From an optimization exercise on the open Yosys and OpenROAD flow, aimed at small area; shortcuts taken in it are not production practice.
Where RTL was checked, it was by simulation tests only, not by an equivalence proof against the original.
The RTL of runs 3, 5 and 6 was laid out without a check of its function.
Power is estimated from default activity; no workload was simulated.

==> design.v <==
package rio_pkg;
    typedef logic [31:0] reg_word_t;
    typedef logic [7:0]  reg_addr_t;
    localparam reg_addr_t ADDR_CTRL   = 8'h00;
    localparam reg_addr_t ADDR_VEL0   = 8'h04;
    localparam reg_addr_t ADDR_VEL1   = 8'h08;
    localparam reg_addr_t ADDR_VEL2   = 8'h0C;
    localparam reg_addr_t ADDR_COMMIT = 8'h10;
    localparam int CTRL_OUT_BIT = 3;
    localparam reg_addr_t ADDR_MAGIC  = 8'h00;
    localparam reg_addr_t ADDR_TSTAMP = 8'h04;
    localparam reg_addr_t ADDR_POS0   = 8'h08;
    localparam reg_addr_t ADDR_POS1   = 8'h0C;
    localparam reg_addr_t ADDR_POS2   = 8'h10;
    localparam reg_addr_t ADDR_STATUS = 8'h14;
    localparam int STATUS_TIMEOUT_BIT = 4;
    localparam reg_word_t MAGIC_WORD = 32'h6461_7461;
    localparam logic [1:0] AXI_RESP_OKAY   = 2'b00;
    localparam logic [1:0] AXI_RESP_SLVERR = 2'b10;
endpackage
package motion_pkg;
    localparam int NUM_AXES = 3;
    typedef logic signed [31:0] velocity_t;
    typedef logic [25:0] vcode_t;
    localparam int VC_NEG = 25;
    localparam int VC_BIG = 24;
    typedef logic signed [31:0] position_t;
    typedef enum logic [1:0] {
        IDLE      = 2'b00,
        DIR_SETUP = 2'b01,
        PULSE     = 2'b10,
        SPACE     = 2'b11
    } dir_state_e;
endpackage
`timescale 1ns/1ps
module host_regs (
    input  logic                sysclk,
    input  logic                arst_n,
    input  rio_pkg::reg_addr_t           awaddr,
    input  logic                awvalid,
    output logic                awready,
    input  rio_pkg::reg_word_t           wdata,
    input  logic [3:0]          wstrb,
    input  logic                wvalid,
    output logic                wready,
    output logic [1:0]          bresp,
    output logic                bvalid,
    input  logic                bready,
    input  rio_pkg::reg_addr_t           araddr,
    input  logic                arvalid,
    output logic                arready,
    output rio_pkg::reg_word_t           rdata,
    output logic [1:0]          rresp,
    output logic                rvalid,
    input  logic                rready,
    input  rio_pkg::reg_word_t           tstamp,
    input  motion_pkg::position_t           pos0,
    input  motion_pkg::position_t           pos1,
    input  motion_pkg::position_t           pos2,
    input  logic [motion_pkg::NUM_AXES-1:0] inputs,
    input  logic                timeout,
    output motion_pkg::vcode_t           vel0,
    output motion_pkg::vcode_t           vel1,
    output motion_pkg::vcode_t           vel2,
    output logic [motion_pkg::NUM_AXES-1:0] axis_en,
    output logic [motion_pkg::NUM_AXES-1:0] vel_ok,
    output logic                out_bit,
    output logic                commit
);
    logic                  wr_fire;
    logic                  rd_fire;
    logic                  wr_mapped;
    logic                  rd_mapped;
    logic                  commit_fire;
    rio_pkg::reg_word_t             rd_word;
    rio_pkg::reg_word_t             rd_next;
    motion_pkg::vcode_t             wcode;
    logic [rio_pkg::CTRL_OUT_BIT:0] ctrl_shadow;
    motion_pkg::vcode_t             vel0_shadow;
    motion_pkg::vcode_t             vel1_shadow;
    motion_pkg::vcode_t             vel2_shadow;
    logic                  bresp_err;
    logic [motion_pkg::NUM_AXES-1:0] vel_written;
    logic [24:0]           neg_c;
    logic                  rresp_err;
    assign wr_fire = awvalid & wvalid & ~bvalid;
    assign awready = wr_fire;
    assign wready  = wr_fire;
    assign rd_fire = arvalid & ~rvalid;
    assign arready = rd_fire;
    assign commit_fire = wr_fire & (awaddr == rio_pkg::ADDR_COMMIT);
    always_comb begin
        case (awaddr)
            rio_pkg::ADDR_CTRL, rio_pkg::ADDR_VEL0, rio_pkg::ADDR_VEL1, rio_pkg::ADDR_VEL2, rio_pkg::ADDR_COMMIT: wr_mapped = 1'b1;
            default: wr_mapped = 1'b0;
        endcase
    end
    always_comb begin
        neg_c[0] = 1'b0;
        for (int i = 0; i < 24; i++) begin
            wcode[i]   = ~(wdata[i] ^ (wdata[31] & neg_c[i]));
            neg_c[i+1] = neg_c[i] | wdata[i];
        end
        wcode[motion_pkg::VC_NEG] = wdata[31];
        wcode[motion_pkg::VC_BIG] = wdata[31] ? (~&wdata[31:24] | ~neg_c[24]) : |wdata[31:24];
    end
    always_comb begin
        rd_mapped = 1'b1;
        case (araddr)
            rio_pkg::ADDR_MAGIC:  rd_word = rio_pkg::MAGIC_WORD;
            rio_pkg::ADDR_TSTAMP: rd_word = tstamp;
            rio_pkg::ADDR_POS0:   rd_word = rio_pkg::reg_word_t'(pos0);
            rio_pkg::ADDR_POS1:   rd_word = rio_pkg::reg_word_t'(pos1);
            rio_pkg::ADDR_POS2:   rd_word = rio_pkg::reg_word_t'(pos2);
            rio_pkg::ADDR_STATUS: begin
                rd_word = '0;
                rd_word[motion_pkg::NUM_AXES-1:0] = inputs;
                rd_word[rio_pkg::STATUS_TIMEOUT_BIT] = timeout;
            end
            default: begin
                rd_word   = '0;
                rd_mapped = 1'b0;
            end
        endcase
    end
    always_ff @(posedge sysclk or negedge arst_n) begin
        if (!arst_n) begin
            bvalid      <= 1'b0;
            rvalid      <= 1'b0;
            commit      <= 1'b0;
            ctrl_shadow <= '0;
            vel_written <= '0;
            vel_ok      <= '0;
            axis_en     <= '0;
            out_bit     <= 1'b0;
        end else begin
            commit <= commit_fire;
            if (wr_fire) begin
                bvalid <= 1'b1;
            end else if (bready) begin
                bvalid <= 1'b0;
            end
            if (rd_fire) begin
                rvalid <= 1'b1;
            end else if (rready) begin
                rvalid <= 1'b0;
            end
            if (wr_fire) begin
                case (awaddr)
                    rio_pkg::ADDR_CTRL: ctrl_shadow <= wdata[rio_pkg::CTRL_OUT_BIT:0];
                    rio_pkg::ADDR_VEL0: vel_written[0] <= 1'b1;
                    rio_pkg::ADDR_VEL1: vel_written[1] <= 1'b1;
                    rio_pkg::ADDR_VEL2: vel_written[2] <= 1'b1;
                    default: ;
                endcase
            end
            if (commit_fire) begin
                vel_ok  <= vel_written;
                axis_en <= ctrl_shadow[motion_pkg::NUM_AXES-1:0];
                out_bit <= ctrl_shadow[rio_pkg::CTRL_OUT_BIT];
            end
        end
    end
    always_ff @(posedge sysclk) begin
        if (wr_fire) begin
            case (awaddr)
                rio_pkg::ADDR_VEL0: vel0_shadow <= wcode;
                rio_pkg::ADDR_VEL1: vel1_shadow <= wcode;
                rio_pkg::ADDR_VEL2: vel2_shadow <= wcode;
                default: ;
            endcase
        end
        if (commit_fire) begin
            vel0 <= vel0_shadow;
            vel1 <= vel1_shadow;
            vel2 <= vel2_shadow;
        end
    end
    always_ff @(posedge sysclk) begin
        if (!bvalid) begin
            bresp_err <= ~wr_mapped;
        end
        if (!rvalid) begin
            rresp_err <= ~rd_mapped;
        end
        rdata <= rd_next;
    end
    assign rd_next = ({32{rvalid}} & rdata) | ({32{~rvalid}} & rd_word);
    assign bresp = {bresp_err, 1'b0};
    assign rresp = {rresp_err, 1'b0};
endmodule
`timescale 1ns/1ps
module link_watchdog #(
    parameter int TIMEOUT = 2700000
) (
    input  logic      sysclk,
    input  logic      arst_n,
    input  logic      commit,
    output logic      timeout,
    output rio_pkg::reg_word_t tstamp
);
    if (TIMEOUT == 2700000) begin : g_lfsr
        localparam logic [21:0] LFSR_LAST = 22'h1a780c;
        logic [21:0] lfsr;
        always_ff @(posedge sysclk or negedge arst_n) begin
            if (!arst_n) begin
                lfsr    <= '0;
                timeout <= 1'b0;
            end else if (commit) begin
                lfsr    <= '0;
                timeout <= 1'b0;
            end else begin
                lfsr    <= {lfsr[20:0], ~(lfsr[21] ^ lfsr[20])};
                if (lfsr == LFSR_LAST) begin
                    timeout <= 1'b1;
                end
            end
        end
    end else begin : g_count
        localparam int CNT_BITS = $clog2(TIMEOUT + 1);
        logic [CNT_BITS-1:0] idle_cnt;
        always_ff @(posedge sysclk or negedge arst_n) begin
            if (!arst_n) begin
                idle_cnt <= '0;
            end else if (commit) begin
                idle_cnt <= '0;
            end else if (!timeout) begin
                idle_cnt <= idle_cnt + 1'b1;
            end
        end
        assign timeout = (idle_cnt == CNT_BITS'(TIMEOUT));
    end
    logic [31:0] ts_t;
    always_comb begin
        ts_t[0] = 1'b1;
        for (int i = 1; i < 32; i++) begin
            ts_t[i] = ts_t[i-1] & tstamp[i-1];
        end
    end
    always_ff @(posedge sysclk or negedge arst_n) begin
        if (!arst_n) begin
            tstamp <= '0;
        end else begin
            tstamp <= tstamp ^ ts_t;
        end
    end
endmodule
`timescale 1ns/1ps
module stepgen #(
    parameter int PULSE_LEN = 108,
    parameter int DIR_DELAY = 18,
    parameter int ACC_BITS  = 24
) (
    input  logic      sysclk,
    input  logic      arst_n,
    input  motion_pkg::vcode_t velocity,
    input  logic      enable,
    input  logic      vel_ok,
    output logic      step,
    output logic      dir,
    output logic      en,
    output motion_pkg::position_t position
);
    localparam int TMR_MAX  = (PULSE_LEN > DIR_DELAY) ? PULSE_LEN : DIR_DELAY;
    localparam int TMR_BITS = $clog2(TMR_MAX + 1);
    localparam bit USE_LFSR = (PULSE_LEN == 108) && (DIR_DELAY == 18);
    localparam logic [TMR_BITS-1:0] TMR_PULSE = USE_LFSR ? TMR_BITS'(7'h3d) : TMR_BITS'(PULSE_LEN - 1);
    localparam logic [TMR_BITS-1:0] TMR_DIR   = USE_LFSR ? TMR_BITS'(7'h23) : TMR_BITS'(DIR_DELAY - 1);
    localparam int NB = 3;
    localparam int BW = ACC_BITS / NB;
    motion_pkg::dir_state_e          state;
    motion_pkg::dir_state_e          state_n;
    logic [TMR_BITS-1:0] timer;
    logic [TMR_BITS-1:0] timer_n;
    logic [TMR_BITS-1:0] tmr_step;
    logic                tmr_done;
    logic [ACC_BITS-1:0] acc;
    logic [ACC_BITS-1:0] acc_n;
    logic [NB-1:1]       lag;
    logic [NB-1:0]       blk_c;
    logic [NB:0]         q1;
    logic [NB:0]         q2;
    logic [ACC_BITS-1:0] mag;
    logic                ovf;
    logic                vel_neg;
    logic                step_req;
    logic                pending;
    logic                pending_n;
    logic                dir_n;
    logic                launch;
    logic                start_pulse;
    logic                gate;
    logic [31:0]         pos_t;
    motion_pkg::position_t pos_n;
    assign gate     = enable & vel_ok;
    assign vel_neg  = velocity[motion_pkg::VC_NEG];
    assign mag      = ~velocity[ACC_BITS-1:0] & {ACC_BITS{gate}};
    logic [ACC_BITS:0] cc;
    always_comb begin
        for (int j = 0; j < NB; j++) begin
            cc[BW*j] = (j == 0) ? 1'b0 : lag[j];
            for (int i = BW*j; i < BW*j+BW; i++) begin
                acc_n[i] = acc[i] ^ mag[i] ^ cc[i];
                cc[i+1]  = (acc[i] & mag[i]) | (cc[i] & (acc[i] ^ mag[i]));
            end
            blk_c[j] = cc[BW*j+BW];
        end
        cc[ACC_BITS] = blk_c[NB-1];
    end
    logic [NB-1:0] all1;
    logic [NB-1:0] all1b;
    always_comb begin
        q1[0] = 1'b0;
        q2[0] = 1'b0;
        for (int j = 0; j < NB; j++) begin
            all1[j]  = &acc_n[BW*j +: BW];
            all1b[j] = &acc_n[BW*j+1 +: BW-1];
            q1[j+1] = blk_c[j] | (all1[j] & q1[j]) | (all1b[j] & q2[j]);
            q2[j+1] = blk_c[j] & ((all1[j] & q1[j]) | (all1b[j] & q2[j]));
        end
    end
    logic [NB:0]   kc;
    always_comb begin
        kc[0] = 1'b0;
        for (int j = 0; j < NB; j++) begin
            if (j == 0) begin
                kc[j+1] = 1'b0;
            end else begin
                kc[j+1] = (&acc[BW*j +: BW] & (lag[j] | kc[j])) |
                          (&acc[BW*j+1 +: BW-1] & lag[j] & kc[j]);
            end
        end
        ovf = kc[NB] ? q2[NB] : q1[NB];
    end
    assign step_req = ovf | (gate & velocity[motion_pkg::VC_BIG]);
    always_comb begin
        pos_t[0] = start_pulse;
        for (int i = 1; i < 32; i++) begin
            pos_t[i] = pos_t[i-1] & (position[i-1] ^ dir);
        end
        pos_n = position ^ pos_t;
    end
    assign step = (state == motion_pkg::PULSE);
    assign tmr_done = (timer == '0);
    assign tmr_step = USE_LFSR ? {timer[TMR_BITS-2:0], ~(timer[TMR_BITS-1] ^ timer[TMR_BITS-2])}
                               : timer - 1'b1;
    always_comb begin
        state_n     = state;
        timer_n     = timer;
        pending_n   = pending;
        dir_n       = dir;
        launch      = 1'b0;
        start_pulse = 1'b0;
        case (state)
            motion_pkg::IDLE: launch = step_req;
            motion_pkg::DIR_SETUP: begin
                pending_n = pending | step_req;
                if (!tmr_done) begin
                    timer_n = tmr_step;
                end else if (enable) begin
                    start_pulse = 1'b1;
                end else begin
                    state_n = motion_pkg::IDLE;
                end
            end
            motion_pkg::PULSE: begin
                pending_n = pending | step_req;
                if (!tmr_done) begin
                    timer_n = tmr_step;
                end else begin
                    state_n = motion_pkg::SPACE;
                    timer_n = TMR_PULSE;
                end
            end
            motion_pkg::SPACE: begin
                if (!tmr_done) begin
                    pending_n = pending | step_req;
                    timer_n   = tmr_step;
                end else begin
                    launch    = enable & (pending | step_req);
                    pending_n = pending & step_req;
                    state_n   = motion_pkg::IDLE;
                end
            end
            default: state_n = motion_pkg::IDLE;
        endcase
        if (launch) begin
            if (vel_neg != dir) begin
                dir_n   = vel_neg;
                state_n = motion_pkg::DIR_SETUP;
                timer_n = TMR_DIR;
            end else begin
                start_pulse = 1'b1;
            end
        end
        if (start_pulse) begin
            state_n = motion_pkg::PULSE;
            timer_n = TMR_PULSE;
        end
        if (!enable) begin
            pending_n = 1'b0;
        end
    end
    always_ff @(posedge sysclk or negedge arst_n) begin
        if (!arst_n) begin
            state    <= motion_pkg::IDLE;
            pending  <= 1'b0;
            dir      <= 1'b0;
            en       <= 1'b0;
            acc      <= '0;
            lag      <= '0;
            position <= '0;
        end else begin
            state   <= state_n;
            pending <= pending_n;
            dir     <= dir_n;
            en      <= enable;
            acc     <= acc_n;
            lag     <= blk_c[NB-2:0];
            position <= pos_n;
        end
    end
    always_ff @(posedge sysclk) begin
        timer <= timer_n;
    end
endmodule
`timescale 1ns/1ps
module input_sync (
    input  logic                sysclk,
    input  logic                arst_n,
    input  logic [motion_pkg::NUM_AXES-1:0] home,
    output logic [motion_pkg::NUM_AXES-1:0] inputs
);
    logic [motion_pkg::NUM_AXES-1:0] meta;
    always_ff @(posedge sysclk or negedge arst_n) begin
        if (!arst_n) begin
            meta   <= '0;
            inputs <= '0;
        end else begin
            meta   <= ~home;
            inputs <= meta;
        end
    end
endmodule
`timescale 1ns/1ps
module rio #(
    parameter int TIMEOUT   = 2700000,
    parameter int PULSE_LEN = 108,
    parameter int DIR_DELAY = 18,
    parameter int ACC_BITS  = 24
) (
    input  logic                sysclk,
    input  logic                arst_n,
    input  rio_pkg::reg_addr_t           awaddr,
    input  logic                awvalid,
    output logic                awready,
    input  rio_pkg::reg_word_t           wdata,
    input  logic [3:0]          wstrb,
    input  logic                wvalid,
    output logic                wready,
    output logic [1:0]          bresp,
    output logic                bvalid,
    input  logic                bready,
    input  rio_pkg::reg_addr_t           araddr,
    input  logic                arvalid,
    output logic                arready,
    output rio_pkg::reg_word_t           rdata,
    output logic [1:0]          rresp,
    output logic                rvalid,
    input  logic                rready,
    output logic [motion_pkg::NUM_AXES-1:0] step,
    output logic [motion_pkg::NUM_AXES-1:0] dir,
    output logic [motion_pkg::NUM_AXES-1:0] en,
    input  logic [motion_pkg::NUM_AXES-1:0] home,
    output logic                out_bit,
    output logic                timeout
);
    motion_pkg::vcode_t           vel [motion_pkg::NUM_AXES];
    motion_pkg::position_t           pos [motion_pkg::NUM_AXES];
    logic [motion_pkg::NUM_AXES-1:0] axis_en;
    logic [motion_pkg::NUM_AXES-1:0] axis_gated;
    logic [motion_pkg::NUM_AXES-1:0] vel_ok;
    logic [motion_pkg::NUM_AXES-1:0] inputs;
    logic                commit;
    rio_pkg::reg_word_t           tstamp;
    assign axis_gated = axis_en & ~{motion_pkg::NUM_AXES{timeout}};
    host_regs regs (
        .sysclk  (sysclk),
        .arst_n  (arst_n),
        .awaddr  (awaddr),
        .awvalid (awvalid),
        .awready (awready),
        .wdata   (wdata),
        .wstrb   (wstrb),
        .wvalid  (wvalid),
        .wready  (wready),
        .bresp   (bresp),
        .bvalid  (bvalid),
        .bready  (bready),
        .araddr  (araddr),
        .arvalid (arvalid),
        .arready (arready),
        .rdata   (rdata),
        .rresp   (rresp),
        .rvalid  (rvalid),
        .rready  (rready),
        .tstamp  (tstamp),
        .pos0    (pos[0]),
        .pos1    (pos[1]),
        .pos2    (pos[2]),
        .inputs  (inputs),
        .timeout (timeout),
        .vel0    (vel[0]),
        .vel1    (vel[1]),
        .vel2    (vel[2]),
        .axis_en (axis_en),
        .vel_ok  (vel_ok),
        .out_bit (out_bit),
        .commit  (commit)
    );
    link_watchdog #(
        .TIMEOUT (TIMEOUT)
    ) wdog (
        .sysclk  (sysclk),
        .arst_n  (arst_n),
        .commit  (commit),
        .timeout (timeout),
        .tstamp  (tstamp)
    );
    input_sync home_sync (
        .sysclk (sysclk),
        .arst_n (arst_n),
        .home   (home),
        .inputs (inputs)
    );
    for (genvar i = 0; i < motion_pkg::NUM_AXES; i++) begin : g_axis
        stepgen #(
            .PULSE_LEN (PULSE_LEN),
            .DIR_DELAY (DIR_DELAY),
            .ACC_BITS  (ACC_BITS)
        ) gen (
            .sysclk   (sysclk),
            .arst_n   (arst_n),
            .velocity (vel[i]),
            .enable   (axis_gated[i]),
            .vel_ok   (vel_ok[i]),
            .step     (step[i]),
            .dir      (dir[i]),
            .en       (en[i]),
            .position (pos[i])
        );
    end
endmodule
==> flow/run.sh <==
#!/bin/bash
# Layout flow: the standard ORFS flow (standard.sh), with
#  - the port buffers made of the smallest buffer cell,
#  - the combinational logic re-mapped for area by OpenROAD's restructure
#    after floorplanning (flops untouched), using a copy of the library
#    without the platform's don't-use cells,
#  - clock tree synthesis without dummy loads (the same options as the
#    standard flow otherwise, from config.mk),

# Each tool's output goes to a log file of its own in this folder.
set -o pipefail
W=$(pwd)
LIB=$FLOW_HOME/platforms/sky130hd/lib/sky130_fd_sc_hd__tt_025C_1v80.lib
mkdir -p $W/rmp
python3 $W/flow/filter_lib.py $LIB $W/rmp/area.lib > filter_lib.log 2>&1
cat > $W/post_floorplan.tcl <<EOT
restructure -target area -liberty_file $W/rmp/area.lib -tielo_port sky130_fd_sc_hd__conb_1/LO -tiehi_port sky130_fd_sc_hd__conb_1/HI -work_dir $W/rmp -abc_logfile $W/rmp_abc.log
EOT
export BUFFER_PORTS_ARGS="-buffer_cell sky130_fd_sc_hd__buf_1"
export POST_FLOORPLAN_TCL=$W/post_floorplan.tcl
export CTS_ARGS="-sink_clustering_enable -repair_clock_nets -sink_clustering_size 16 -sink_clustering_max_diameter 60 -buf_list sky130_fd_sc_hd__clkbuf_8 -dont_use_dummy_load"
bash standard.sh finish > standard.log 2>&1
==> flow/filter_lib.py <==
# Copy a liberty file, leaving out the cells the platform marks don't-use
# (lpflow_* and probe*), so that restructure's ABC run cannot pick them.
import re, sys
src, dst = sys.argv[1], sys.argv[2]
text = open(src).read()
out = []
pos = 0
drop = re.compile(r'sky130_fd_sc_hd__(lpflow_|probe)')
n = 0
for m in re.finditer(r'\n\s*cell\s*\(\s*"?([A-Za-z0-9_]+)"?\s*\)\s*\{', text):
    if m.start() < pos:
        continue
    name = m.group(1)
    # find the end of this cell block by brace matching
    i = m.end(); depth = 1
    while depth:
        c = text[i]
        if c == '{': depth += 1
        elif c == '}': depth -= 1
        i += 1
    if drop.match(name):
        out.append(text[pos:m.start()])
        pos = i
        n += 1
out.append(text[pos:])
open(dst, 'w').write(''.join(out))
print("dropped", n, "cells")
==> standard.sh <==
#!/bin/bash
# synth_recipe.tcl (not shown) runs the flow's synth.tcl, then flattens the netlist and writes it again
# the make line also repeats each setting of config.mk as NAME=value (left out here)
make -C /OpenROAD-flow-scripts/flow DESIGN_CONFIG=/design/flow/config.mk WORK_HOME=/design/flow/orfs CLKGATE_MAP_FILE= SYNTH_SCRIPT=/design/flow/synth_recipe.tcl "${@:-finish}"
==> config.mk <==
export PLATFORM = sky130hd
export DESIGN_NAME = rio
export DESIGN_NICKNAME = rio
export VERILOG_FILES = /design/flow/design.v
export SDC_FILE = /design/flow/constraint.sdc
export NUM_CORES = 4
export LEC_CHECK = 0
export CAP_MARGIN = 20
export CORE_MARGIN = 2
export CORE_UTILIZATION = 60
export CTS_BUF_LIST = sky130_fd_sc_hd__clkbuf_8
export CTS_CLUSTER_DIAMETER = 60
export CTS_CLUSTER_SIZE = 16
export SLEW_MARGIN = 20
==> constraint.sdc <==
create_clock -name core_clock -period 8.0 [get_ports {sysclk}]
set_input_delay 1.6000 -clock core_clock [delete_from_list [all_inputs] [get_ports {sysclk}]]
set_output_delay 1.6000 -clock core_clock [all_outputs]
set_load 0.01 [all_outputs]
==> impl_metrics.toml, run 1 <==
[yosys]
yosys-top-cells-area = "dfrtp_1 (31%), edfxtp_1 (26%), fa_1 (6.4%)"
synth_top_area_frac = 0.309
yosysWarningCount = 7
synth.ff_latch_count = 478
synth_edf_count = 190
yosysUniqueCellTypes = 76
yosysSeqAreaShare = 0.593
syn-cell-area_um2 = 21600
synthArstFlopShare = 0.559
ys_dominant_reg_cell = "dfrtp_1"
synthCells = 1765
avgSynthCellArea_um2 = 12.2
netlist.top_cell.by_area = "dfrtp_1"

[sta]
worst_pin_slew_ns = 0.933
whs_ns = 0.351
timing.fmax_mhz = 140
worst_slack_ns = 0.846
rsz0062_at_grt = "false"
finalSetupViolCount = 0
relSlewSlack = 0.378
hold_viol = 0
period_share = 0.894
finClkSkew_ns = 0.0631
period_minus_slack_ns = 7.15
report.final.slew_viol_count = 0

[final_layout]
final.fill_count = 2815
nNetsFinal = 2268
drive_gt1_frac = 0.0426
layout.area.seq_um2 = 12800
fin_cells = 2665
final_core_util = 0.646
multi_input_area_um2 = 7240
syn2layout_area_growth_pct = 6.11
diodes = 0

[route]
drt-initial-drc-count = 857
vias_per_cell = 5.81
num_vias = 15496
ant_nets = 0
wl_per_cell_um = 17.2
finalWirelength_um = 45900
drc = 0
first_pass_iters = 5

[worst_setup_path]
crit_fanout = 8
rr_startpoint = "wdog.timeout$_DFFE_PN0P_"
cpPeakStageDelay_ns = 0.50
crit_path_start_kind = "flop"
critical-path-top-delay-family = "compound AO/OA/AOI/OAI gates"
r2r_slack_ns = 0.85
cp-endpoint = "g_axis[2].gen.position[30]$_DFF_PN0_"
critPathBufInv = 7
crit_path_end_kind = "flop"
reg2reg_depth = 40
cp_num_cells = 40
crit_start = "wdog.timeout$_DFFE_PN0P_"
cpMaxStageDelayCell = "dfrtp_2"
worst_path_most_repeated_cell = "o21ai_0"
r2r-end = "g_axis[2].gen.position[30]$_DFF_PN0_"
crit_required_ns = 8.47
worstSetupPathType = "flop to flop"
worstPathArrival_ns = 7.62

[placed_design]
portBuffers = 107
hpwl_um = 32000
place_congestion = 0.843
place_inst = 2626
dp_slack_ns = -0.0121

[pwr]
powerDensity_nw_per_um2 = 171
ir_drop_mv = 0.136
leakagePower_nw = 8.67

[clock_tree]
worstSkewPairLatency_ns = 0.59
cts_hold_buf = 0
cts_tree = "done"
h-tree-depth = 2
clk_transition_reported_paths_ns = 0.10
clock_sinks = 478
clock_path_buffers = 3
cts_buffers = 39
cts_root_buffer = "clkbuf_8"

[die]
dieArea_um2 = 37500
num_io_pins = 114
row_count = 69
core_area_um2 = 35500
die_w_um = 194
die_y_um = 194
start_util = 0.609

[global_route]
grtUsageTotal = 0.247
grt_max_degree = 138
use_met1 = 0.328
overflow = 0
busiest_layer = "met2"
grt_pass1_wl_um = 74900
use_met2 = 0.431
gr-usage-met3 = 0.0318
antenna_found_initial = 0
grt_pass1_vias = 14727

[worst_hold_path]
hp-class = "flop to flop"

[job]
maxCapViolCount = 0

[status]
status = "complete, no violations"
cells by family (layout without fill, tap and decap cells):
| kind of cell | count (synthesis) | after routing | synth area share |
|---|---|---|---|
| DFF | 478 | 478 | 0.593 |
| xor gates and xnor gates | 150 | 84 | 0.0608 |
| muxes | 25 | 0 | 0.0126 |
| AOI/OAI and AO/OA | 240 | 582 | 0.0747 |
| and+or+nand+nor | 541 | 589 | 0.132 |
| adders and majority gates | 106 | 0 | 0.0850 |
| other | 1 | 4 | 0.000174 |
| buffers and inverters | 224 | 467 | 0.0414 |
how the worst min path moves through the flow:
stage                                            from                             to  slack [ns]  depth (start not counted)
after global routing      home_sync.meta[2]$_DFF_PN0_  home_sync.inputs[2]$_DFF_PN0_        0.37                          0
after floorplan           home_sync.meta[0]$_DFF_PN0_  home_sync.inputs[0]$_DFF_PN0_        0.33                          0
final                     home_sync.meta[2]$_DFF_PN0_  home_sync.inputs[2]$_DFF_PN0_        0.35                          0
after global placement    home_sync.meta[1]$_DFF_PN0_  home_sync.inputs[1]$_DFF_PN0_        0.33                          0
after CTS                 home_sync.meta[2]$_DFF_PN0_  home_sync.inputs[2]$_DFF_PN0_        0.35                          0
after detailed placement  home_sync.meta[2]$_DFF_PN0_  home_sync.inputs[2]$_DFF_PN0_        0.34                          0
metal layers:
metal | vias up | share of wire
met4 | 0 | 0.022
met1 | 7407 | 0.44
met3 | 80 | 0.039
met5 | - | 0
li1 | 7666 | -
met2 | 343 | 0.50
cells in the final DEF, fill, tap and decap left out, drive strengths merged, types with 41 or more instances in the layout:
cell type,Yosys,routed
a21oi,51,88
a22oi,3,78
buf,23,138
clkbuf,59,41
clkinv,0,284
dfrtp,267,267
edfxtp,190,190
nand2,108,102
nor2,140,302
nor3,31,53
o21ai,59,150
o22ai,15,87
o32ai,1,54
xor2,88,70
where the power goes:
part,switching [W],internal [W]
clock,0.000732,0.000439
sequential,0.0000167,0.00259
combinational,0.000116,0.0000389
total,0.000864,0.00306
synthesized netlist by cell type (all sizes together), types with 5 or more instances:
master    n
nor3b    12
mux2     18
nor4     25
nor2b    28
or4       7
inv     142
ha       34
edfxtp  190
or2      51
o31ai    10
dfxtp    21
nor2    140
a31oi    11
dfrtp   267
o22ai    15
a211oi    5
clkbuf   59
or3      18
fa       69
and3      5
a222oi   12
nand3b   17
nand3    33
xor2     88
nand2   108
nand2b   12
nor3     31
nor4b     6
and2      6
xnor2    62
mux2i     7
a221oi   31
a21oi    51
nand4b   13
o21ai    59
o21bai    6
buf      23
nand4    18
flip-flops by register name (all words and copies together), names as in the netlist, 21 cells and up, named ones only:
name                 count
g_axis.gen.acc          72
regs.vel2               26
regs.vel1               26
regs.vel0               26
wdog.g_lfsr.lfsr        22
regs.vel1_shadow        26
regs.vel2_shadow        26
g_axis.gen.timer        21
g_axis.gen.position     96
regs.vel0_shadow        26
wdog.tstamp             32
through the flow:
step                      power, W  setup TNS, ns  cell area, µm²
after floorplan            0.00270              0           21600
after global placement     0.00281              0           22300
after detailed placement   0.00281        -0.0121           22300
after CTS                  0.00398              0           22900
after global routing       0.00409              0           22900
final                      0.00393              0           22900
repair_timing:
action	CTS	global route
gates resized for setup	1	25
setup buffers	0	0
endpoints found under the hold margin	0	0
endpoints found under the setup margin	6	51
layout make-up:
class,instances,share of cell area
clock buffers,39,0.0234
inverters,288,0.0472
multi-input cells,1259,0.316
flip-flops and latches,478,0.559
well taps,461,0.0252
repair buffers,140,0.0293
==> run 2, diff against run 1 <==
--- a/config.mk
+++ b/config.mk
@@ -7,3 +7,3 @@
 export LEC_CHECK = 0
-export CAP_MARGIN = 20
+export CAP_MARGIN = 0
 export CORE_MARGIN = 2
@@ -13,2 +13,2 @@
 export CTS_CLUSTER_SIZE = 16
-export SLEW_MARGIN = 20
+export SLEW_MARGIN = 0
==> run 2 against run 1 <==
Against the previous run: largest power group unchanged; sequential power about the same; worst hold slack unchanged; register-to-register slack hardly changed; clock skew hardly changed; clock-buffer cell count unchanged; non-clock buffer count stayed put; critical path type unchanged; still clean on timing, DRC and antenna; sequential cell count unchanged.
==> impl_metrics.toml, run 2 <==
[sta]
hold_viol = 0
report.final.slew_viol_count = 0
rsz0062_at_grt = "false"
worst_slack_ns = 0.846
period_share = 0.894
finClkSkew_ns = 0.0636
worst_pin_slew_ns = 1.22
relSlewSlack = 0.184
finalSetupViolCount = 0
timing.fmax_mhz = 140
period_minus_slack_ns = 7.15

[clock_tree]
h-tree-depth = 2
worstSkewPairLatency_ns = 0.59
postCtsSetupBuffers = 0
clock_sinks = 478
cts_tree = "done"
cts_root_buffer = "clkbuf_8"
clk_transition_reported_paths_ns = 0.10
clock_path_buffers = 3
cts_buffers = 39
cts_hold_buf = 0

[pwr]
powerDensity_nw_per_um2 = 171
p_total_w = 0.00393
leakagePower_nw = 8.66
ir_drop_mv = 0.136

[final_layout]
syn2layout_area_growth_pct = 6.09
final_common_cell = "nor2_1"
reg_top3 = "g_axis.gen.position (96), g_axis.gen.acc (72), wdog.tstamp (32)"
diodes = 0
design_area_um2 = 22900
layout_common_cells = "nor2_1 (295), clkinv_1 (284), dfrtp_1 (266)"
nNetsFinal = 2268
largest_reg_flops = 96
final.fill_count = 2816
top_register = "g_axis.gen.position"
drive_gt1_frac = 0.0422

[worst_setup_path]
crit_path_start_kind = "flop"
crit_fanout = 8
crit_path_end_kind = "flop"
reg2reg_depth = 40
worstPathArrival_ns = 7.62
worstSetupPathType = "flop to flop"
worst_path_most_repeated_cell = "o21ai_0"
cpMaxStageDelayCell = "dfrtp_2"
cpPeakStageDelay_ns = 0.50
crit_required_ns = 8.47

[route]
ant_nets = 0
vias_per_cell = 5.82
drt-initial-drc-count = 857
finalWirelength_um = 45900
drc = 0
first_pass_iters = 5
wl_per_cell_um = 17.2
num_vias = 15501

[yosys]
synthArstFlopShare = 0.559
yosysUniqueCellTypes = 76
synth_xor_area_frac = 0.0608
avgSynthCellArea_um2 = 12.2
synthAdderAreaFrac = 0.0850
netlist.top_cell.by_area = "dfrtp_1"
yosysSeqAreaShare = 0.593
synth-simple-area-share = 0.132
synth_compound_area_frac = 0.0747
yosys-top-cells-area = "dfrtp_1 (31%), edfxtp_1 (26%), fa_1 (6.4%)"
syn-cell-area_um2 = 21600
ys_dominant_reg_cell = "dfrtp_1"
synth.ff_latch_count = 478
synth.most_common_cell = "dfrtp_1"
synth_common_cells = "dfrtp_1 (267), edfxtp_1 (190), inv_1 (142), nor2_1 (140), nand2_1 (108)"
synthMuxAreaShare = 0.0126
synth_top_family_by_area = "simple AND/OR/NAND/NOR gates"
synth_top_area_frac = 0.309
synthCells = 1765
yosysWarningCount = 7
synth_edf_count = 190

[status]
status = "complete, no violations"

[placed_design]
placedInstanceArea_um2 = 22300
portBuffers = 107
place_congestion = 0.843
dp_slack_ns = -0.0121
hpwl_um = 32000

[die]
row_count = 69
die_y_um = 194
num_io_pins = 114
dieArea_um2 = 37500
core_area_um2 = 35500
start_util = 0.609
die_w_um = 194

[global_route]
overflow = 0
grt_pass1_vias = 14727
grt_pass1_wl_um = 74900
antenna_found_initial = 0
grt_max_degree = 138
grtUsageTotal = 0.247

[worst_hold_path]
hold_depth = 0
hp-class = "flop to flop"

[job]
maxCapViolCount = 0
[run 2: changes by cell type in the layout (fill, tap and decap cells not counted), sizes merged]
cell,before,now
inv,4,3
clkinv,284,285
[run 2: repair_timing]
item                       in CTS  in global routing
setup endpoints to repair       6                 51
pin swaps                       0                  0
resized for setup               1                 25
[run 2: path summary, 6_finish.rpt]
kind / start / end / slack [ns]
worst max-delay path: wdog.timeout$_DFFE_PN0P_ / g_axis[2].gen.position[30]$_DFF_PN0_ / 0.85
worst min-delay path: home_sync.meta[2]$_DFF_PN0_ / home_sync.inputs[2]$_DFF_PN0_ / 0.35
worst max register to register: wdog.timeout$_DFFE_PN0P_ / g_axis[2].gen.position[30]$_DFF_PN0_ / 0.85
worst min register to register: home_sync.meta[2]$_DFF_PN0_ / home_sync.inputs[2]$_DFF_PN0_ / 0.35
max in group asynchronous: arst_n / regs.rvalid$_DFFE_PN0P_ / 5.33
min in group asynchronous: arst_n / g_axis[0].gen.acc[2]$_DFF_PN0_ / 1.11
[run 2: kinds of logic (layout without fill, tap and decap cells)]
| group | after synthesis | after routing |
|---|---|---|
| and+or+nand+nor | 541 | 589 |
| DFF | 478 | 478 |
| AOI/OAI and AO/OA | 240 | 582 |
| buffers and inverters | 224 | 467 |
| xor gates and xnor gates | 150 | 84 |
| adders and majority gates | 106 | 0 |
| muxes | 25 | 0 |
| other | 1 | 4 |
[run 2: per-stage QoR]
step           setup TNS (ns)  utilization  hold WS (ns)  instances
2_1_floorplan               0            -         0.331       1766
3_3_place_gp                0        0.630         0.335       2626
3_5_place_dp          -0.0121        0.630         0.340       2626
4_1_cts                     0        0.645         0.354       2665
5_1_grt                     0        0.646         0.373       2665
6_report                    0        0.646         0.351       2665
[run 2: worst max-delay path, delay by kind of cell, from the launching register on]
| family | cells | cell delay, ns |
|---|---|---|
| buf+inv | 7 | 0.87 |
| xor+xnor | 1 | 0.23 |
| flops | 1 | 0.50 |
| simple gates | 11 | 2.25 |
| compound gates | 21 | 3.17 |
[run 2: report_power, final]
group / total, W / internal, W / switching (W)
registers: 0.00260 / 0.00259 / 0.0000167
clock network: 0.00117 / 0.000439 / 0.000732
logic: 0.000154 / 0.0000387 / 0.000116
total: 0.00393 / 0.00306 / 0.000864
[run 2: final cells by class]
class | count | area (µm²) | share of cell area
flip-flops and latches | 478 | 12800 | 0.559
multi-input cells | 1259 | 7240 | 0.316
inverters | 288 | 1080 | 0.0472
repair buffers | 140 | 667 | 0.0291
well taps | 461 | 577 | 0.0252
clock buffers | 39 | 537 | 0.0234
[run 2: metal layers]
metal | up-vias | wire length [µm] | track usage
li1 | 7664 | - | -
met3 | 80 | 1780 | 0.0318
met1 | 7423 | 20200 | 0.328
met4 | 0 | 1010 | 0.0645
met5 | - | 0 | 0
met2 | 334 | 22900 | 0.431
==> run 3, diff against run 2 <==
--- a/design.v
+++ b/design.v
@@ -277,2 +277,4 @@
     logic [ACC_BITS-1:0] acc;
+    logic [ACC_BITS-1:0] nacc;       
+    motion_pkg::position_t npos;     
     logic [ACC_BITS-1:0] acc_n;
@@ -294,2 +296,4 @@
     motion_pkg::position_t pos_n;
+    assign acc      = ~nacc;
+    assign position = ~npos;
     assign gate     = enable & vel_ok;
@@ -409,5 +413,5 @@
             en       <= 1'b0;
-            acc      <= '0;
+            nacc     <= '1;
             lag      <= '0;
-            position <= '0;
+            npos     <= '1;
         end else begin
@@ -417,5 +421,5 @@
             en      <= enable;
-            acc     <= acc_n;
+            nacc    <= ~acc_n;
             lag     <= blk_c[NB-2:0];
-            position <= pos_n;
+            npos     <= ~pos_n;
         end
--- a/config.mk
+++ b/config.mk
@@ -7,3 +7,3 @@
 export LEC_CHECK = 0
-export CAP_MARGIN = 0
+export CAP_MARGIN = 20
 export CORE_MARGIN = 2
@@ -13,2 +13,2 @@
 export CTS_CLUSTER_SIZE = 16
-export SLEW_MARGIN = 0
+export SLEW_MARGIN = 20
==> run 3 against run 2 <==
Against the previous run: highest routed layer unchanged; non-clock buffer count increased by 6; via count increased by 0.60%; synthesized area increased by 1.8%; die area increased by 1.7%; still clean on timing, DRC and antenna.
==> impl_metrics.toml, run 3 <==
[final_layout]
largest_reg_flops = 96
final.fill_count = 2974
multi_input_area_um2 = 7170
nNetsFinal = 2255
diodes = 0
top_register = "g_axis.gen.npos"
reg_top3 = "g_axis.gen.npos (96), g_axis.gen.nacc (72), wdog.tstamp (32)"
syn2layout_area_growth_pct = 4.41
layout_common_cells = "nor2_1 (373), clkinv_1 (236), edfxtp_1 (190)"
drive_gt1_frac = 0.121
layout.area.seq_um2 = 13000
final_common_cell = "nor2_1"
fin_cells = 2659

[worst_hold_path]
hold_depth = 0
hp-class = "flop to flop"
min-delay-start = "home_sync.meta[1]$_DFF_PN0_"
hold_end = "home_sync.inputs[1]$_DFF_PN0_"

[yosys]
synth_compound_area_frac = 0.0708
synth_xor_area_frac = 0.0606
avgSynthCellArea_um2 = 12.1
synth.most_common_cell = "edfxtp_1"
synth-simple-area-share = 0.129
synthMuxAreaShare = 0.0213
yosysWarningCount = 7
yosysUniqueCellTypes = 72
yosysSeqAreaShare = 0.592
netlist.top_cell.by_area = "edfxtp_1"
syn-cell-area_um2 = 22000
synth_common_cells = "edfxtp_1 (190), dfstp_2 (168), inv_1 (154), nor2_1 (143), nand2_1 (104)"
synth_edf_count = 190
synthAdderAreaFrac = 0.0827
synth.ff_latch_count = 478
synth_top_area_frac = 0.260
ys_dominant_reg_cell = "edfxtp_1"
synthArstFlopShare = 0.559
synthCells = 1813
yosys-top-cells-area = "edfxtp_1 (26%), dfstp_2 (20%), dfrtp_1 (11%)"
synth_top_family_by_area = "simple AND/OR/NAND/NOR gates"

[sta]
relSlewSlack = 0.264
finClkSkew_ns = 0.0530
worst_pin_slew_ns = 1.10
report.final.slew_viol_count = 0
period_minus_slack_ns = 7.19
rsz0062_at_grt = "false"
period_share = 0.899
timing.fmax_mhz = 139
hold_viol = 0
tns_ns = 0
finalSetupViolCount = 0

[route]
num_vias = 15594
finalWirelength_um = 47100
drc = 0
ant_nets = 0
vias_per_cell = 5.86
wl_per_cell_um = 17.7
drt-initial-drc-count = 1306
first_pass_iters = 9

[die]
die_y_um = 195
dieArea_um2 = 38200
start_util = 0.605
die_w_um = 195
core_area_um2 = 36300
num_io_pins = 114
row_count = 70

[pwr]
leakagePower_nw = 8.43
ir_drop_mv = 0.220
powerDensity_nw_per_um2 = 252

[worst_setup_path]
crit_path_start_kind = "flop"
cpPeakStageDelay_ns = 0.47
r2r-end = "g_axis[0].gen.npos[31]$_DFF_PN1_"
rr_startpoint = "wdog.timeout$_DFFE_PN0P_"
r2r_slack_ns = 0.81
crit_required_ns = 8.51
worstSetupPathType = "flop to flop"
cpMaxStageDelayCell = "dfrtp_2"
reg2reg_depth = 35
crit_fanout = 10
crit_path_end_kind = "flop"
worstPathArrival_ns = 7.70

[job]
maxCapViolCount = 0

[clock_tree]
clock_path_buffers = 3
cts_buffers = 39
clock_sinks = 478
worstSkewPairLatency_ns = 0.61
h-tree-depth = 2
cts_root_buffer = "clkbuf_8"
clk_transition_reported_paths_ns = 0.10
cts_tree = "done"

[global_route]
antenna_found_initial = 2
overflow = 0
grt_max_degree = 152
grtUsageTotal = 0.250
grt_pass1_vias = 14638
grt_pass1_wl_um = 75300

[placed_design]
place_inst = 2618
hpwl_um = 32200
portBuffers = 107
place_congestion = 0.835

[status]
status = "complete, no violations"
run 3: changes by cell type in the layout (fill, tap and decap cells not counted), moves of 30 or more:
cell      delta
a22oi_1     -57
clkinv_1    -48
xor2_1      -43
nor2_1      +78
a21oi_1     +42
dfstp_2    +168
a222oi_1    +30
dfrtp_1    -168
run 3: how the worst max path moves through the flow:
| stage | start | endpoint | slack [ns] |
|---|---|---|---|
| finish | wdog.timeout$_DFFE_PN0P_ | g_axis[0].gen.npos[31]$_DFF_PN1_ | 0.81 |
| global route | wdog.timeout$_DFFE_PN0P_ | g_axis[0].gen.npos[30]$_DFF_PN1_ | 0.04 |
| CTS | wdog.timeout$_DFFE_PN0P_ | g_axis[0].gen.npos[31]$_DFF_PN1_ | 0.18 |
| detailed placement | wdog.timeout$_DFFE_PN0P_ | g_axis[0].gen.npos[31]$_DFF_PN1_ | 0.23 |
| global placement | wdog.timeout$_DFFE_PN0P_ | g_axis[0].gen.npos[31]$_DFF_PN1_ | 0.45 |
| floorplan | wdog.timeout$_DFFE_PN0P_ | g_axis[1].gen.npos[29]$_DFF_PN1_ | 1.04 |
run 3: power by group:
group / leakage (nW) / total (W) / switching, W / internal [W]
Clock: 0.280 / 0.00117 / 0.000735 / 0.000438
Combinational: 3.27 / 0.00129 / 0.000813 / 0.000480
Sequential: 4.88 / 0.00331 / 0.000309 / 0.00300
Total: 8.43 / 0.00578 / 0.00186 / 0.00392
run 3: critical path: cells and delay by family (launching register included):
| kind | cells | cell delay [ns] |
|---|---|---|
| compound gates | 18 | 4.14 |
| simple gates | 11 | 1.50 |
| buf+inv | 6 | 0.96 |
| flops | 1 | 0.47 |
run 3: layout make-up:
class	instances	share of cell area
inverter	237	0.0388
multi-input combinational	1291	0.313
timing repair buffer	146	0.0324
clock buffer	39	0.0234
tap	468	0.0255
sequential	478	0.567
run 3: cells by family after synthesis:
| group | Yosys count |
|---|---|
| and+or+nand+nor | 542 |
| buffers and inverters | 239 |
| xor gates and xnor gates | 152 |
| other | 1 |
| AOI/OAI and AO/OA | 252 |
| DFF | 478 |
| muxes | 45 |
| adders and majority gates | 104 |
run 3: per-layer routing:
metal	track usage	up-vias	routed length [µm]
met5	0	-	0
met4	0.0831	0	1150
met3	0.0349	74	2570
met2	0.387	403	21100
met1	0.367	7453	22300
li1	-	7664	-
run 3: repair_timing:
| item | CTS | global route |
|---|---|---|
| hold endpoints to repair | 0 | 0 |
| hold buffers | 0 | 0 |
| buffers inserted | 0 | 1 |
| endpoints found under the setup margin | 0 | 25 |
| gates resized for setup | 0 | 15 |
run 3: stage by stage:
step	instance area (µm²)	hold WS (ns)	worst slack [ns]	util	power [W]
floorplan	22000	0.331	1.04	-	0.00270
CTS	22800	0.358	0.178	0.628	0.00579
finish	22900	0.356	0.809	0.631	0.00578
global route	22900	0.364	0.0363	0.631	0.00612
global placement	22300	0.333	0.454	0.614	0.00455
detailed placement	22300	0.336	0.232	0.614	0.00461
==> run 4, diff against run 3 <==
--- a/design.v
+++ b/design.v
@@ -277,4 +277,2 @@
     logic [ACC_BITS-1:0] acc;
-    logic [ACC_BITS-1:0] nacc;       
-    motion_pkg::position_t npos;     
     logic [ACC_BITS-1:0] acc_n;
@@ -296,4 +294,2 @@
     motion_pkg::position_t pos_n;
-    assign acc      = ~nacc;
-    assign position = ~npos;
     assign gate     = enable & vel_ok;
@@ -413,5 +409,5 @@
             en       <= 1'b0;
-            nacc     <= '1;
+            acc      <= '0;
             lag      <= '0;
-            npos     <= '1;
+            position <= '0;
         end else begin
@@ -421,5 +417,5 @@
             en      <= enable;
-            nacc    <= ~acc_n;
+            acc     <= acc_n;
             lag     <= blk_c[NB-2:0];
-            npos     <= ~pos_n;
+            position <= pos_n;
         end
--- a/flow/run.sh
+++ b/flow/run.sh
@@ -20,3 +20,3 @@
 export POST_FLOORPLAN_TCL=$W/post_floorplan.tcl
-export CTS_ARGS="-sink_clustering_enable -repair_clock_nets -sink_clustering_size 16 -sink_clustering_max_diameter 60 -buf_list sky130_fd_sc_hd__clkbuf_8 -dont_use_dummy_load"
+export CTS_ARGS="-sink_clustering_enable -repair_clock_nets -sink_clustering_size 10 -sink_clustering_max_diameter 40 -buf_list sky130_fd_sc_hd__clkbuf_4 -dont_use_dummy_load"
 bash standard.sh finish > standard.log 2>&1
--- a/config.mk
+++ b/config.mk
@@ -9,6 +9,6 @@
 export CORE_MARGIN = 2
-export CORE_UTILIZATION = 60
-export CTS_BUF_LIST = sky130_fd_sc_hd__clkbuf_8
-export CTS_CLUSTER_DIAMETER = 60
-export CTS_CLUSTER_SIZE = 16
+export CORE_UTILIZATION = 40
+export CTS_BUF_LIST = sky130_fd_sc_hd__clkbuf_4
+export CTS_CLUSTER_DIAMETER = 40
+export CTS_CLUSTER_SIZE = 10
 export SLEW_MARGIN = 20
==> run 4 against run 3 <==
Against the previous run: still clean; power down 31%; clock skew up 0.11 ns; worst hold slack better by 0.020 ns; sequential share of layout area down 1.8 points; clock-buffer cell count up 38; first-iteration DRC count down 11%; wire length up 2.8%; critical path type unchanged.
==> impl_metrics.toml, run 4 <==
[status]
status = "complete, no violations"

[pwr]
leakagePower_nw = 8.76
powerDensity_nw_per_um2 = 171
ir_drop_mv = 0.101

[clock_tree]
clock_sinks = 478
worstSkewPairLatency_ns = 0.84
clk_transition_reported_paths_ns = 0.10
h-tree-depth = 3
cts_root_buffer = "clkbuf_4"
cts_tree = "done"
cts_buffers = 77
clock_path_buffers = 3

[worst_setup_path]
rr_startpoint = "regs.axis_en[0]$_DFFE_PN0P_"
cpMaxStageDelayCell = "or4_1"
reg2reg_depth = 37
worstSetupPathType = "flop to flop"
cpPeakStageDelay_ns = 0.49
crit_required_ns = 8.58
crit_path_start_kind = "flop"
crit_path_end_kind = "flop"
worst_path_most_repeated_cell = "nor2_1"
worstPathArrival_ns = 7.67
crit_fanout = 15
r2r-end = "g_axis[0].gen.position[25]$_DFF_PN0_"
r2r_slack_ns = 0.91

[die]
die_y_um = 236
row_count = 85
dieArea_um2 = 55900
die_w_um = 236
start_util = 0.403
core_area_um2 = 53600
num_io_pins = 114

[yosys]
ys_dominant_reg_cell = "dfrtp_1"
synth_common_cells = "dfrtp_1 (267), edfxtp_1 (190), inv_1 (142), nor2_1 (140), nand2_1 (108)"
synth.ff_latch_count = 478
syn-cell-area_um2 = 21600
yosys-top-cells-area = "dfrtp_1 (31%), edfxtp_1 (26%), fa_1 (6.4%)"
netlist.top_cell.by_area = "dfrtp_1"
synthArstFlopShare = 0.559
synthCells = 1765
synth.most_common_cell = "dfrtp_1"
avgSynthCellArea_um2 = 12.2
yosysSeqAreaShare = 0.593
synth_edf_count = 190
yosysWarningCount = 7
synth_top_area_frac = 0.309
yosysUniqueCellTypes = 76

[worst_hold_path]
min-delay-start = "regs.vel1_shadow[11]$_DFFE_PP_"
hp-class = "flop to flop"
hold_end = "regs.vel1[11]$_DFFE_PP_"
hold_depth = 0

[global_route]
antenna_found_initial = 2
grt_pass1_wl_um = 78100
grtUsageTotal = 0.174
overflow = 0
grt_pass1_vias = 15316
grt_max_degree = 147

[final_layout]
drive_gt1_frac = 0.0598
top_register = "g_axis.gen.position"
nNetsFinal = 2303
final_common_cell = "nor2_1"
reg_top3 = "g_axis.gen.position (96), g_axis.gen.acc (72), wdog.tstamp (32)"
final_core_util = 0.435
design_area_um2 = 23300
syn2layout_area_growth_pct = 7.94
largest_reg_flops = 96
fin_cells = 2937
layout_common_cells = "nor2_1 (297), clkinv_1 (284), dfrtp_1 (267)"

[placed_design]
hpwl_um = 33200
place_congestion = 0.816
placedInstanceArea_um2 = 22600
place_inst = 2856
portBuffers = 107

[route]
wl_per_cell_um = 16.5
vias_per_cell = 5.41
drc = 0
ant_nets = 0
drt-initial-drc-count = 1166
num_vias = 15892
finalWirelength_um = 48400
first_pass_iters = 5

[sta]
finClkSkew_ns = 0.166
timing.fmax_mhz = 141
worst_pin_slew_ns = 1.07
period_share = 0.886
finalSetupViolCount = 0
period_minus_slack_ns = 7.09
relSlewSlack = 0.285
hold_viol = 0
report.final.slew_viol_count = 0

[job]
maxCapViolCount = 0
==> run 4: changes by cell type in the layout (fill, tap and decap cells not counted), sizes merged, moves of 43 or more <==
cell	change
dfstp	-168
nor2	-74
a22oi	+57
xor2	+43
clkinv	+48
dfrtp	+168
==> run 4: how the worst max path moves through the flow <==
stage,from,to
after floorplan,wdog.timeout$_DFFE_PN0P_,g_axis[1].gen.position[13]$_DFF_PN0_
after global placement,regs.axis_en[0]$_DFFE_PN0P_,g_axis[0].gen.position[31]$_DFF_PN0_
after detailed placement,wdog.timeout$_DFFE_PN0P_,g_axis[2].gen.position[31]$_DFF_PN0_
after CTS,regs.axis_en[0]$_DFFE_PN0P_,g_axis[0].gen.position[25]$_DFF_PN0_
after global routing,wdog.timeout$_DFFE_PN0P_,g_axis[2].gen.position[31]$_DFF_PN0_
final,regs.axis_en[0]$_DFFE_PN0P_,g_axis[0].gen.position[25]$_DFF_PN0_
==> run 4: cell families (layout without fill, tap and decap cells) <==
logic type	Yosys count	after routing	synth area share
AND/OR/NAND/NOR	541	589	0.132
flip-flops	478	478	0.593
AO/OA/AOI/OAI	240	582	0.0747
buffers and inverters	224	502	0.0414
XOR/XNOR	150	84	0.0608
adder cells (fa/ha/maj)	106	0	0.0850
multiplexers	25	0	0.0126
other	1	6	0.000174
==> run 4: through the flow <==
stage	worst slack (ns)	hold slack [ns]	setup TNS [ns]	total power (W)
finish	0.909	0.376	0	0.00399
global route	-0.00202	0.383	-0.00202	0.00419
CTS	0.0621	0.381	0	0.00406
detailed placement	-0.0442	0.345	-0.0736	0.00282
global placement	0.298	0.339	0	0.00281
floorplan	1.11	0.331	0	0.00270
==> run 4: power by group <==
group / internal, W / switching (W)
clock: 0.000441 / 0.000783
combinational: 0.0000394 / 0.000121
sequential: 0.00259 / 0.0000155
==> run 4: what timing repair did <==
action / 4_1_cts / 5_1_grt
hold buffers: 0 / 0
resized for setup: 1 / 31
setup buffers: 0 / 2
pin swaps: 0 / 4
setup endpoints to repair: 2 / 46
==> run 4: area by class of cell <==
type	instances	area (µm²)
Timing Repair Buffer	137	643
Tap cell	696	871
Clock buffer	77	578
Inverter	288	1080
Sequential cell	478	12800
Multi-Input combinational cell	1259	7330
Fill cell	5154	30300
Antenna cell	2	5.00
==> run 4: worst max-delay path, delay by kind of cell (launching register included) <==
kind            cells  cell delay, ns
simple gates       18            3.15
compound gates     13            2.47
flops               1            0.33
buf+inv             6            0.94
==> run 4: per-layer routing <==
layer / global-route usage / wire (µm) / vias to the layer above
met4: 0.0566 / 937 / 0
met1: 0.239 / 22700 / 7677
met2: 0.276 / 22000 / 378
met3: 0.0371 / 2760 / 71
li1: - / - / 7766
met5: 0 / 0 / -
==> run 5, diff against run 4 <==
--- a/design.v
+++ b/design.v
@@ -321,21 +321,17 @@
     end
-    logic [NB:0]   kc;
-    always_comb begin
-        kc[0] = 1'b0;
-        for (int j = 0; j < NB; j++) begin
-            if (j == 0) begin
-                kc[j+1] = 1'b0;
-            end else begin
-                kc[j+1] = (&acc[BW*j +: BW] & (lag[j] | kc[j])) |
-                          (&acc[BW*j+1 +: BW-1] & lag[j] & kc[j]);
-            end
-        end
-        ovf = kc[NB] ? q2[NB] : q1[NB];
-    end
+    logic kc;
+    logic kc_n;
+    assign kc_n = (all1[NB-1] & q1[NB-1]) | (all1b[NB-1] & q2[NB-1]);
+    assign ovf  = kc ? q2[NB] : q1[NB];
     assign step_req = ovf | (gate & velocity[motion_pkg::VC_BIG]);
+    logic [31:0] pos_up;
+    logic [31:0] pos_dn;
     always_comb begin
-        pos_t[0] = start_pulse;
+        pos_up[0] = start_pulse & ~dir;
+        pos_dn[0] = start_pulse & dir;
         for (int i = 1; i < 32; i++) begin
-            pos_t[i] = pos_t[i-1] & (position[i-1] ^ dir);
+            pos_up[i] = pos_up[i-1] & position[i-1];
+            pos_dn[i] = pos_dn[i-1] & ~position[i-1];
         end
+        pos_t = pos_up | pos_dn;
         pos_n = position ^ pos_t;
@@ -411,2 +407,3 @@
             lag      <= '0;
+            kc       <= 1'b0;
             position <= '0;
@@ -419,2 +416,3 @@
             lag     <= blk_c[NB-2:0];
+            kc      <= kc_n;
             position <= pos_n;
--- a/flow/run.sh
+++ b/flow/run.sh
@@ -20,3 +20,3 @@
 export POST_FLOORPLAN_TCL=$W/post_floorplan.tcl
-export CTS_ARGS="-sink_clustering_enable -repair_clock_nets -sink_clustering_size 10 -sink_clustering_max_diameter 40 -buf_list sky130_fd_sc_hd__clkbuf_4 -dont_use_dummy_load"
+export CTS_ARGS="-sink_clustering_enable -repair_clock_nets -sink_clustering_size 16 -sink_clustering_max_diameter 60 -buf_list sky130_fd_sc_hd__clkbuf_8 -dont_use_dummy_load"
 bash standard.sh finish > standard.log 2>&1
--- a/config.mk
+++ b/config.mk
@@ -9,6 +9,6 @@
 export CORE_MARGIN = 2
-export CORE_UTILIZATION = 40
-export CTS_BUF_LIST = sky130_fd_sc_hd__clkbuf_4
-export CTS_CLUSTER_DIAMETER = 40
-export CTS_CLUSTER_SIZE = 10
+export CORE_UTILIZATION = 60
+export CTS_BUF_LIST = sky130_fd_sc_hd__clkbuf_8
+export CTS_CLUSTER_DIAMETER = 60
+export CTS_CLUSTER_SIZE = 16
 export SLEW_MARGIN = 20
==> run 5 against run 4 <==
Against the previous run: still clean on timing, DRC and antenna; worst hold slack worse by 0.021 ns; non-clock buffer count down 6; register-to-register slack better by 0.05 ns; clock skew down 0.12 ns; via count down 6.5%; combinational power about the same; clock-buffer cell count down 39; critical endpoint is now g_axis[2].gen.position[30]$_DFF_PN0_; highest routed layer unchanged.
==> impl_metrics.toml, run 5 <==
[clock_tree]
clock_sinks = 481
clk_transition_reported_paths_ns = 0.09
worstSkewPairLatency_ns = 0.63
postCtsSetupBuffers = 0
h-tree-depth = 2
cts_hold_buf = 0
cts_buffers = 38
cts_root_buffer = "clkbuf_8"
clock_path_buffers = 3
cts_tree = "done"

[die]
die_y_um = 195
row_count = 69
start_util = 0.612
die_w_um = 195
core_area_um2 = 35700
dieArea_um2 = 38000
num_io_pins = 114

[yosys]
netlist.top_cell.by_area = "dfrtp_1"
yosys-top-cells-area = "dfrtp_1 (31%), edfxtp_1 (26%), fa_1 (6.3%)"
synth.most_common_cell = "dfrtp_1"
syn-cell-area_um2 = 21900
yosysWarningCount = 7
ys_dominant_reg_cell = "dfrtp_1"
yosysUniqueCellTypes = 78
synth_top_area_frac = 0.309
avgSynthCellArea_um2 = 12.0
synth_common_cells = "dfrtp_1 (270), edfxtp_1 (190), inv_1 (152), nor2_1 (122), nand2_1 (120)"
synth.ff_latch_count = 481
synthCells = 1823
synth_edf_count = 190
yosysSeqAreaShare = 0.589
synthArstFlopShare = 0.561

[placed_design]
hpwl_um = 30300
portBuffers = 107
place_congestion = 0.818

[final_layout]
largest_reg_flops = 96
top_register = "g_axis.gen.position"
reg_top3 = "g_axis.gen.position (96), g_axis.gen.acc (72), wdog.tstamp (32)"
layout_common_cells = "nor2_1 (311), dfrtp_1 (270), clkinv_1 (243)"
nNetsFinal = 2249
final.fill_count = 2955
multi_input_area_um2 = 7280
final_core_util = 0.638
final_common_cell = "nor2_1"
drive_gt1_frac = 0.0339
layout.area.seq_um2 = 12900
syn2layout_area_growth_pct = 4.14

[worst_setup_path]
crit_path_end_kind = "flop"
worst_path_most_repeated_cell = "nor2_1"
cpPeakStageDelay_ns = 0.54
cpMaxStageDelayCell = "dfrtp_1"
crit_fanout = 10
crit_required_ns = 8.47
worstSetupPathType = "flop to flop"
crit_path_start_kind = "flop"
worstPathArrival_ns = 7.51

[global_route]
grtUsageTotal = 0.239
grt_max_degree = 154
grt_pass1_wl_um = 72500
antenna_found_initial = 3
overflow = 0
grt_pass1_vias = 14225

[route]
drt-initial-drc-count = 1196
first_pass_iters = 6
finalWirelength_um = 44300
drc = 0
ant_nets = 0
vias_per_cell = 5.61
wl_per_cell_um = 16.7
num_vias = 14858

[pwr]
leakagePower_nw = 9.27
p_total_w = 0.00394
powerDensity_nw_per_um2 = 173
ir_drop_mv = 0.152

[sta]
finClkSkew_ns = 0.0506
report.final.slew_viol_count = 0
relSlewSlack = 0.359
period_minus_slack_ns = 7.04
period_share = 0.880
timing.fmax_mhz = 142
finalSetupViolCount = 0
hold_viol = 0
worst_pin_slew_ns = 0.962

[status]
status = "complete, no violations"

[worst_hold_path]
hp-class = "flop to flop"

[job]
maxCapViolCount = 0
==> run 5: repair_timing <==
item,CTS,global route
endpoints found under the setup margin,0,9
hold endpoints to repair,0,0
resized for setup,0,4
==> run 5: final timing paths <==
kind,start,to,slack (ns),cells past startpoint
worst max-delay path,wdog.timeout$_DFFE_PN0P_,g_axis[2].gen.position[30]$_DFF_PN0_,0.96,30
worst min-delay path,home_sync.meta[2]$_DFF_PN0_,home_sync.inputs[2]$_DFF_PN0_,0.36,0
worst max register to register,wdog.timeout$_DFFE_PN0P_,g_axis[2].gen.position[30]$_DFF_PN0_,0.96,30
worst min register to register,home_sync.meta[2]$_DFF_PN0_,home_sync.inputs[2]$_DFF_PN0_,0.36,0
max in group asynchronous,arst_n,g_axis[0].gen.dir$_DFFE_PN0P_,5.67,2
min in group asynchronous,arst_n,g_axis[1].gen.acc[9]$_DFF_PN0_,1.01,1
==> run 5: per-layer routing <==
metal / wire length (µm) / vias to the layer above / GRT usage
li1: - / 7324 / -
met1: 21800 / 7162 / 0.363
met4: 920 / 0 / 0.0630
met3: 2290 / 60 / 0.0385
met2: 19300 / 312 / 0.361
met5: 0 / - / 0
==> run 5: area by class of cell <==
cell class	count	area share
inverter	244	0.0402
sequential	481	0.565
timing repair buffer	131	0.0264
antenna	2	0.000220
multi-input combinational	1291	0.320
clock buffer	38	0.0230
tap	461	0.0253
==> run 5: where the power goes <==
part / internal, W / switching, W / total [W] / leakage, nW
clock: 0.000428 / 0.000740 / 0.00117 / 0.273
combinational: 0.0000440 / 0.000118 / 0.000162 / 3.46
sequential: 0.00260 / 0.0000135 / 0.00261 / 5.53
==> run 5: critical path, delay by kind of cell (launching register included) <==
| family | cells | cell delay, ns |
|---|---|---|
| AOI/OAI and AO/OA | 13 | 3.00 |
| and+or+nand+nor | 13 | 2.43 |
| buffers and inverters | 2 | 0.57 |
| DFF | 1 | 0.54 |
| xor gates and xnor gates | 2 | 0.35 |
==> run 5: kinds of logic after synthesis <==
group / Yosys count / share of synthesized area
AOI/OAI and AO/OA: 260 / 0.0749
xor gates and xnor gates: 128 / 0.0512
adders and majority gates: 105 / 0.0835
buffers and inverters: 245 / 0.0455
DFF: 481 / 0.589
muxes: 36 / 0.0173
other: 1 / 0.000171
and+or+nand+nor: 567 / 0.139
==> run 5: per-stage QoR <==
step | cells | TNS [ns] | area, µm² | setup slack (ns) | hold WS [ns]
2_1_floorplan | 1824 | 0 | 21900 | 1.38 | 0.331
3_3_place_gp | 2608 | 0 | 22200 | 1.14 | 0.333
3_5_place_dp | 2608 | 0 | 22200 | 0.905 | 0.338
4_1_cts | 2646 | 0 | 22800 | 0.814 | 0.359
5_1_grt | 2647 | -0.0225 | 22800 | -0.0225 | 0.379
6_report | 2648 | 0 | 22800 | 0.957 | 0.356
==> run 6, diff against run 5 <==
--- a/design.v
+++ b/design.v
@@ -268,3 +268,3 @@
     localparam logic [TMR_BITS-1:0] TMR_DIR   = USE_LFSR ? TMR_BITS'(7'h23) : TMR_BITS'(DIR_DELAY - 1);
-    localparam int NB = 3;
+    localparam int NB = 2;
     localparam int BW = ACC_BITS / NB;
@@ -344,3 +344,3 @@
         state_n     = state;
-        timer_n     = timer;
+        timer_n     = tmr_step;    
         pending_n   = pending;
==> run 6 against run 5 <==
Against the previous run: clock-buffer cell count decreased by 1; via count increased by 1.4%; worst setup slack worse by 0.45 ns; synthesized cell count is 7.5% lower; first-iteration DRC count fell by 3.5%; utilization is 2.5 points higher; clock power is essentially flat; global-route usage grew 0.94 points; register-to-register slack got worse by 0.45 ns; synthesized area fell by 2.8%; largest cell class unchanged; highest routed layer unchanged.
==> impl_metrics.toml, run 6 <==
[placed_design]
placedInstanceArea_um2 = 22100
hpwl_um = 31300
portBuffers = 107
dp_slack_ns = -0.319
place_congestion = 0.808

[final_layout]
nNetsFinal = 2224
syn2layout_area_growth_pct = 8.06
layout_common_cells = "nor2_1 (320), dfrtp_1 (267), clkinv_1 (223)"
fin_cells = 2616
reg_top3 = "g_axis.gen.position (96), g_axis.gen.acc (72), wdog.tstamp (32)"
largest_reg_flops = 96
drive_gt1_frac = 0.0616
top_register = "g_axis.gen.position"
design_area_um2 = 23000

[pwr]
p_total_w = 0.00391
ir_drop_mv = 0.149
powerDensity_nw_per_um2 = 170
leakagePower_nw = 8.63

[route]
wl_per_cell_um = 17.4
drt-initial-drc-count = 1154
vias_per_cell = 5.76
finalWirelength_um = 45500
ant_nets = 0

[die]
num_io_pins = 114
die_w_um = 192
dieArea_um2 = 37000
die_y_um = 192
start_util = 0.613
row_count = 68
core_area_um2 = 34700

[worst_setup_path]
rr_startpoint = "regs.axis_en[0]$_DFFE_PN0P_"
crit_required_ns = 8.46
crit_path_end_kind = "flop"
cpMaxStageDelayCell = "or3_4"
cpPeakStageDelay_ns = 0.37
worstPathArrival_ns = 7.96
crit_path_start_kind = "flop"
crit_fanout = 4
crit_start = "regs.axis_en[0]$_DFFE_PN0P_"

[clock_tree]
cts_root_buffer = "clkbuf_8"
h-tree-depth = 2
cts_buffers = 37
clock_path_buffers = 3
cts_tree = "done"
worstSkewPairLatency_ns = 0.60
clk_transition_reported_paths_ns = 0.10

[yosys]
avgSynthCellArea_um2 = 12.6
yosysSeqAreaShare = 0.602
yosysUniqueCellTypes = 82
netlist.top_cell.by_area = "dfrtp_1"
synth_edf_count = 190
yosysWarningCount = 7
yosys-top-cells-area = "dfrtp_1 (31%), edfxtp_1 (27%), fa_1 (6.5%)"
syn-cell-area_um2 = 21300
synth_common_cells = "dfrtp_1 (267), edfxtp_1 (190), nor2_1 (126), inv_1 (119), nand2_1 (89)"
synthCells = 1687
synth_top_area_frac = 0.314

[global_route]
grtUsageTotal = 0.249
grt_pass1_wl_um = 71800
antenna_found_initial = 0
overflow = 0

[worst_hold_path]
min-delay-start = "home_sync.meta[1]$_DFF_PN0_"
hp-class = "flop to flop"

[sta]
period_minus_slack_ns = 7.50
finalSetupViolCount = 0
timing.fmax_mhz = 133
period_share = 0.937
tns_ns = 0
relSlewSlack = 0.335

[job]
maxCapViolCount = 0

[status]
status = "complete, no violations"
-- run 6: cell count changes after synthesis, moves of 18 or more --
cell      before  now
inv_1        152  119
a22oi_1       36   14
o21ai_0      101   49
nand2_1      120   89
nand2b_1      23    5
a221oi_1       2   28
-- run 6: repair_timing --
item	CTS	global route
buffers inserted	0	8
endpoints found under the setup margin	6	81
pin swaps	0	15
hold buffers	0	0
gates resized for setup	5	55
-- run 6: cells by family (layout without fill, tap and decap cells) --
logic type | count (synthesis) | in the layout | synth area share
multiplexers | 23 | 0 | 0.0115
buffers and inverters | 205 | 411 | 0.0403
AO/OA/AOI/OAI | 254 | 464 | 0.0806
XOR/XNOR | 130 | 88 | 0.0535
flip-flops | 478 | 478 | 0.602
AND/OR/NAND/NOR | 492 | 715 | 0.127
adder cells (fa/ha/maj) | 104 | 0 | 0.0854
other | 1 | 5 | 0.000176
-- run 6: report_power, final --
part           total [W]  switching [W]  internal (W)
clock            0.00116       0.000738      0.000417
sequential       0.00260      0.0000130       0.00258
combinational   0.000155       0.000116     0.0000396
-- run 6: path summary, 6_finish.rpt --
path	end	slack, ns	cells past startpoint
min	home_sync.inputs[1]$_DFF_PN0_	0.36	0
min in group asynchronous	g_axis[2].gen.acc[0]$_DFF_PN0_	1.07	1
max reg2reg	g_axis[0].gen.position[31]$_DFF_PN0_	0.50	44
max in group asynchronous	g_axis[0].gen.en$_DFF_PN0_	5.51	2
min reg2reg	home_sync.inputs[1]$_DFF_PN0_	0.36	0
max	g_axis[0].gen.position[31]$_DFF_PN0_	0.50	44
-- run 6: routing by layer --
metal  up-vias  GRT usage  part of all wire
li1       7346          -                 -
met1      7246      0.372              0.48
met2       419      0.387              0.45
met3        60     0.0336             0.052
met4         0     0.0619             0.019
met5         -          0                 0
-- run 6: area by class of cell --
| class | count | area (µm²) | area share |
|---|---|---|---|
| flip-flops and latches | 478 | 12800 | 0.557 |
| multi-input cells | 1271 | 7490 | 0.326 |
| inverters | 225 | 846 | 0.0368 |
| repair buffers | 149 | 766 | 0.0333 |
| well taps | 455 | 569 | 0.0248 |
| clock buffers | 37 | 509 | 0.0222 |
| diodes | 1 | 2.50 | 0.000109 |
-- run 6: worst max-delay path: cells and delay by family (launching register included) --
kind | cells | cell delay (ns)
AOI/OAI and AO/OA | 17 | 2.63
and+or+nand+nor | 21 | 3.71
xor gates and xnor gates | 1 | 0.13
DFF | 1 | 0.34
buffers and inverters | 5 | 0.57
-- run 6: metrics by stage --
step                      hold slack (ns)   util
after floorplan                     0.331      -
after global placement              0.340  0.638
after detailed placement            0.336  0.638
after CTS                           0.361  0.654
after global routing                0.378  0.662
final                               0.362  0.662
